This design comes from an exercise in tuning for small area, a short achievable clock period and few clock cycles per item on the open sky130 flow, not from production work. The RTL was checked by simulation tests, not by an equivalence proof against the original design. Power figures rest on the tool's default switching activity, not on a simulated workload.

// signed_integer_to_radix_digits_unit
module signed_integer_to_radix_digits_unit #(
   parameter int MAX_BASE = sitrd_pkg::MAX_BASE
) (
   input  wire logic                                  clock,
   input  wire logic                                  reset,
   input  wire logic                                  req_tvalid,
   output logic                                       req_tready,
   input  wire logic signed [sitrd_pkg::NUM_W-1:0]    req_tdata,
   output logic                                       rsp_tvalid,
   input  wire logic                                  rsp_tready,
   output logic [sitrd_pkg::SYM_W-1:0]                rsp_tdata,
   output logic                                       rsp_tlast,
   output logic                                       rsp_tuser,
   input  wire logic                                  csr_psel,
   input  wire logic                                  csr_penable,
   input  wire logic                                  csr_pwrite,
   input  wire logic [sitrd_pkg::CSR_ADDR_W-1:0]      csr_paddr,
   input  wire logic [sitrd_pkg::CSR_DATA_W-1:0]      csr_pwdata,
  ...
Settings: LEC_CHECK=0, CAP_MARGIN=5, CORE_MARGIN=2, CORE_UTILIZATION=40, SETUP_SLACK_MARGIN=5, SLEW_MARGIN=5; clock period 11.0 ns.
run.sh (not shown) runs the stock make flow with config.mk's settings and CLKGATE_MAP_FILE= SYNTH_SCRIPT=/design/flow/synth_recipe.tcl, a recipe that flattens the netlist after the stock synthesis.
The starting point finished with timing, DRC and antenna clean.
Testbench counts at the start, summed over its fixed seeds: cycles 44,716, items 4,800.
Next try:
--- a/flow/config.mk
+++ b/flow/config.mk
@@ -6,7 +6,7 @@
 export NUM_CORES = 4
 export LEC_CHECK = 0
-export CAP_MARGIN = 5
+export CAP_MARGIN = 20
 export CORE_MARGIN = 2
 export CORE_UTILIZATION = 40
 export SETUP_SLACK_MARGIN = 5
-export SLEW_MARGIN = 5
+export SLEW_MARGIN = 20
=> The new run finished clean; first-iteration DRC count hardly moves; global-route usage is unchanged; setup slack barely changes.
Next try:
--- a/flow/config.mk
+++ b/flow/config.mk
@@ -9,4 +9,5 @@
 export CORE_MARGIN = 2
 export CORE_UTILIZATION = 40
+export CTS_BUF_LIST = sky130_fd_sc_hd__clkbuf_4 sky130_fd_sc_hd__clkbuf_8
 export SETUP_SLACK_MARGIN = 5
 export SLEW_MARGIN = 20
The changed run produced a clean layout.
Setup slack gets better by 0.086 ns.
Worst hold slack degrades by 0.0079 ns.
Design area came out higher slightly.
Final cell count came out higher slightly.

---

orange:
signed_integer_to_radix_digits_unit, a different RTL version from the one above (not shown whole).
For scale: about 190 I/O pins, roughly 31000 µm² of cells after synthesis.
==> flow/config.mk <==
export PLATFORM = sky130hd
export DESIGN_NAME = signed_integer_to_radix_digits_unit
export DESIGN_NICKNAME = signed_integer_to_radix_digits_unit
export VERILOG_FILES = /design/flow/design.v
export SDC_FILE = /design/flow/constraint.sdc
export NUM_CORES = 4
export LEC_CHECK = 0
export ABC_AREA = 1
export CAP_MARGIN = 20
export CORE_MARGIN = 2
export CORE_UTILIZATION = 40
export CTS_BUF_LIST = sky130_fd_sc_hd__clkbuf_4 sky130_fd_sc_hd__clkbuf_8
export SETUP_SLACK_MARGIN = 5
export SLEW_MARGIN = 20
==> flow/constraint.sdc <==
create_clock -name core_clock -period 11.0 [get_ports {clock}]
set_input_delay 2.2000 -clock core_clock [delete_from_list [all_inputs] [get_ports {clock}]]
set_output_delay 2.2000 -clock core_clock [all_outputs]
set_load 0.01 [all_outputs]
Testbench counts of orange, summed over its fixed seeds: cycles 43,710, items 4,800.
Edits applied to the flow inputs when going from orange to purple:
# orange
export LEC_CHECK = 0
export ABC_AREA = 1
export CAP_MARGIN = 20
export CORE_MARGIN = 2
export CORE_UTILIZATION = 40
export CTS_BUF_LIST = sky130_fd_sc_hd__clkbuf_4 sky130_fd_sc_hd__clkbuf_8
export SETUP_SLACK_MARGIN = 5
export SLEW_MARGIN = 20
create_clock -name core_clock -period 11.0 [get_ports {clock}]
# purple
export LEC_CHECK = 0
export CAP_MARGIN = 20
export CORE_MARGIN = 2
export CORE_UTILIZATION = 40
export CTS_BUF_LIST = sky130_fd_sc_hd__clkbuf_4 sky130_fd_sc_hd__clkbuf_8
export SETUP_SLACK_MARGIN = 5
export SLEW_MARGIN = 20
create_clock -name core_clock -period 11.0 [get_ports {clock}]
Results
Final area of purple exceeds that of orange slightly. On purple: layout inverter count without the clock tree is about 80% lower than what orange gave. The highest clock rate of purple is higher than that of orange.

---

Setup of onyx:
Another version of the RTL of signed_integer_to_radix_digits_unit (not shown whole).
Size in the first run: ~30000 um2 of cells after synthesis.
==> flow/config.mk <==
export PLATFORM = sky130hd
export DESIGN_NAME = signed_integer_to_radix_digits_unit
export DESIGN_NICKNAME = signed_integer_to_radix_digits_unit
export VERILOG_FILES = /design/flow/design.v
export SDC_FILE = /design/flow/constraint.sdc
export NUM_CORES = 4
export LEC_CHECK = 0
export ABC_AREA = 1
export CAP_MARGIN = 20
export CORE_MARGIN = 2
export CORE_UTILIZATION = 40
export CTS_BUF_LIST = sky130_fd_sc_hd__clkbuf_4 sky130_fd_sc_hd__clkbuf_8
export SETUP_SLACK_MARGIN = 5
export SLEW_MARGIN = 20
==> flow/constraint.sdc <==
create_clock -name core_clock -period 11.0 [get_ports {clock}]
set_input_delay 2.2000 -clock core_clock [delete_from_list [all_inputs] [get_ports {clock}]]
set_output_delay 2.2000 -clock core_clock [all_outputs]
set_load 0.01 [all_outputs]
onyx completed every stage of the flow, and the final layout passed the timing, design-rule and antenna checks.
Testbench counts of onyx, summed over its fixed seeds: cycles 43,021, items 4,800.
Input-level comparison between garnet and onyx:
-- flow/config.mk --
<<< onyx, line 9
export CAP_MARGIN = 20
export CORE_MARGIN = 2
export CORE_UTILIZATION = 40
export CTS_BUF_LIST = sky130_fd_sc_hd__clkbuf_4 sky130_fd_sc_hd__clkbuf_8
export SETUP_SLACK_MARGIN = 5
>>> garnet, line 9
export CAP_MARGIN = 20
export CORE_MARGIN = 2
export CORE_UTILIZATION = 50
export CTS_BUF_LIST = sky130_fd_sc_hd__clkbuf_4 sky130_fd_sc_hd__clkbuf_8
export SETUP_SLACK_MARGIN = 5
--- outcome ---
Final-layout non-clock buffer area share: garnet > onyx
The clock tree cell share of total cell area of garnet is lower than that of onyx.
Compare garnet and onyx | number of antenna violations at the first check in global routing lower: garnet
Compare garnet and onyx | average detailed-routed wire length per instance higher: garnet
Looking at routed via count divided by cell count, garnet sits 0.37 above onyx.
Diff onyx -> garnet: utilization after layout up 12 points; final antenna diode count moved down; fraction of the cycle the final worst path needs now larger; amount of wire on met2 after detailed routing higher.
Number of non-clock inverters of garnet is on par with onyx.
Vias: garnet more than onyx
garnet reached the final stage; the timing, design-rule and antenna checks on its layout passed.
Here is what was changed in the inputs of indigo compared with garnet.
-- flow/config.mk --
<<< garnet, line 9
export CAP_MARGIN = 20
export CORE_MARGIN = 2
export CORE_UTILIZATION = 50
export CTS_BUF_LIST = sky130_fd_sc_hd__clkbuf_4 sky130_fd_sc_hd__clkbuf_8
export SETUP_SLACK_MARGIN = 5
export SLEW_MARGIN = 20
>>> indigo, line 9
export CAP_MARGIN = 20
export CORE_MARGIN = 2
export CORE_UTILIZATION = 40
export CTS_BUF_LIST = sky130_fd_sc_hd__clkbuf_4 sky130_fd_sc_hd__clkbuf_8
export SETUP_SLACK_MARGIN = 4.5
export SLEW_MARGIN = 20
==> summary.txt <==
- Result for indigo and garnet: all clean
- indigo vs. garnet: worst-case setup margin in the final layout -0.38 ns, relative contribution of combinational cells to total power decreased 5.8 points.
- Final area in indigo is 1000 um2 lower than in garnet
- In the flow results for indigo and garnet, the clock share of power is smaller on garnet.
- Of indigo and garnet, the run reporting the higher register-to-register slack was garnet.
- indigo vs garnet, launching instance or port of the critical path: csr_paddr[3] vs cfg_k0[0]$_DFF_P_
- Compared with garnet, indigo shows a higher post-route clock period utilization.
[inputs] ember vs indigo
==> flow/config.mk <==
export PLATFORM = sky130hd
export DESIGN_NAME = signed_integer_to_radix_digits_unit
export DESIGN_NICKNAME = signed_integer_to_radix_digits_unit
export VERILOG_FILES = /design/flow/design.v
export SDC_FILE = /design/flow/constraint.sdc
export NUM_CORES = 4
export LEC_CHECK = 0
export CAP_MARGIN = 20
export CORE_MARGIN = 2
export CORE_UTILIZATION = 40
export CTS_BUF_LIST = sky130_fd_sc_hd__clkbuf_4 sky130_fd_sc_hd__clkbuf_8
export SETUP_SLACK_MARGIN = 5
export SLEW_MARGIN = 20
Findings:
Timing, DRC, antenna: 0 failures across ember and indigo. Compared with indigo, floorplan die area in ember increased slightly. indigo reports its dominant combinational cell family by area after synthesis as simple AND/OR/NAND/NOR gates while ember reports compound AO/OA/AOI/OAI gates. [compare] base=indigo new=ember: met1 layer usage reported by global route decreased by 0.26 points relative to the old numbers; design area rose by 4.4%. Against indigo, ember comes in 6.7 points lower on proportion of total power due to net switching. Diff indigo -> ember | source-to-sink clock delay at the later pin of the worst-skew pair | decrease of 0.03 ns. Going from indigo to ember, clock tree buffer count of the final layout grows by 6.0%. In the tables for ember and indigo, proportion of power drawn by flip-flops and latches reads higher with ember.

---

Another version of the RTL of signed_integer_to_radix_digits_unit (not shown whole).
Size in the first run: ~410 flip-flops, ~190 I/O pins, ~30000 um^2 of cells after synthesis.
Design signed_integer_to_radix_digits_unit, start of the top module:
module signed_integer_to_radix_digits_unit #(
   parameter int MAX_BASE = sitrd_pkg::MAX_BASE
) (
   input  wire logic                                  clock,
   input  wire logic                                  reset,
   input  wire logic                                  req_tvalid,
   output logic                                       req_tready,
   input  wire logic signed [sitrd_pkg::NUM_W-1:0]    req_tdata,
   output logic                                       rsp_tvalid,
   input  wire logic                                  rsp_tready,
   output logic [sitrd_pkg::SYM_W-1:0]                rsp_tdata,
   output logic                                       rsp_tlast,
   output logic                                       rsp_tuser,
   input  wire logic                                  csr_psel,
   input  wire logic                                  csr_penable,
   input  wire logic                                  csr_pwrite,
   input  wire logic [sitrd_pkg::CSR_ADDR_W-1:0]      csr_paddr,
   input  wire logic [sitrd_pkg::CSR_DATA_W-1:0]      csr_pwdata,
   output logic [sitrd_pkg::CSR_DATA_W-1:0]           csr_prdata,
   output logic                                       csr_pready
);
Settings: LEC_CHECK=0, CAP_MARGIN=20, CORE_MARGIN=2, CORE_UTILIZATION=40, SETUP_SLACK_MARGIN=5, SLEW_MARGIN=20; clock period 11.0 ns.
standard.sh (not shown) runs the stock make flow with config.mk's settings and CLKGATE_MAP_FILE= SYNTH_SCRIPT=/design/flow/synth_recipe.tcl, a recipe that flattens the netlist after the stock synthesis.
==> flow/flow/run.sh <==
#!/bin/bash
# The standard layout, with timing repair aiming further below the clock period.
set -euo pipefail
bash standard.sh SETUP_SLACK_MARGIN=7 finish > standard_flow.log 2>&1
The baseline ran to the end with no violations.
Testbench counts at the start, summed over its fixed seeds: cycles 45,341, items 4,800.
Next try:
==> flow/run.sh (new file) <==
#!/bin/bash
# synth_recipe.tcl (not shown) runs the flow's synth.tcl, then flattens the netlist and writes it again
# the make line also repeats each setting of config.mk as NAME=value (left out here)
make -C /OpenROAD-flow-scripts/flow DESIGN_CONFIG=/design/flow/config.mk WORK_HOME=/design/flow/orfs CLKGATE_MAP_FILE= SYNTH_SCRIPT=/design/flow/synth_recipe.tcl finish
removed: flow/flow/run.sh
removed: flow/standard.sh
What happened:
- The new run finished clean
- routed wire length is lower by 6.8%
- final area is lower by 6.2%
- setup slack gets worse by 81 ps
- critical path depth is higher by 1
- maximum frequency is lower by 1.3%
- count of clock-buffer cells in the layout is higher by 3
- global-route usage is lower by 1.1 points
- die area is unchanged
- total power is lower by 1.1%
- first-iteration DRC count is lower by 8.4%
- cell count is lower by 3.3%

-- re-timing with driven ports --
In the flow no input, the clock included, has a driving cell. The finished layouts below were timed again as built, in two steps. Step 1: set_driving_cell puts a clkbuf_16 on clock and a buf_2 on each other input, an assumption about the parent block. Step 2 times the ports against the registers' clock, not the clock port: input delays grow and output delays shrink by t, the midpoint of the rising clock arrivals with the driver on. Three values: ideal, step 1, step 2; two values: the first two.
run | shift t [ns] | slack for setup (ns) | worst slew at a driven data input, ns | cell pins on the clock port's net
the first run of note 1 | 0.670 | 4.657 / 4.657 / 4.543 | 0.12 | 1
the second run of note 1 | 0.669 | 4.660 / 4.660 / 4.548 | 0.11 | 1
the third run of note 1 | 0.734 | 4.745 / 4.745 / 4.562 | 0.12 | 1
orange | 0.746 | 4.876 / 4.876 / 4.876 | 0.12 | 1
purple | 0.735 | 5.062 / 5.001 / 4.455 | 0.07 | 1
onyx | 0.748 | 4.989 / 4.971 / 4.882 | 0.07 | 1
garnet | 0.748 | 4.946 / 4.946 / 4.806 | 0.07 | 1
indigo | 0.760 | 4.568 / 4.542 / 4.386 | 0.07 | 1
ember | 0.738 | 4.951 / 4.949 / 4.567 | 0.10 | 1
the first run of note 4 | 0.670 | 4.755 / 4.755 / 4.755 | 0.08 | 1
the second run of note 4 | 0.657 | 4.675 / 4.675 / 4.597 | 0.08 | 1
After both steps every run listed still meets setup and hold. The setup slack of purple, which loses most, moves by -0.061 ns with the drivers and by -0.607 ns with both steps.
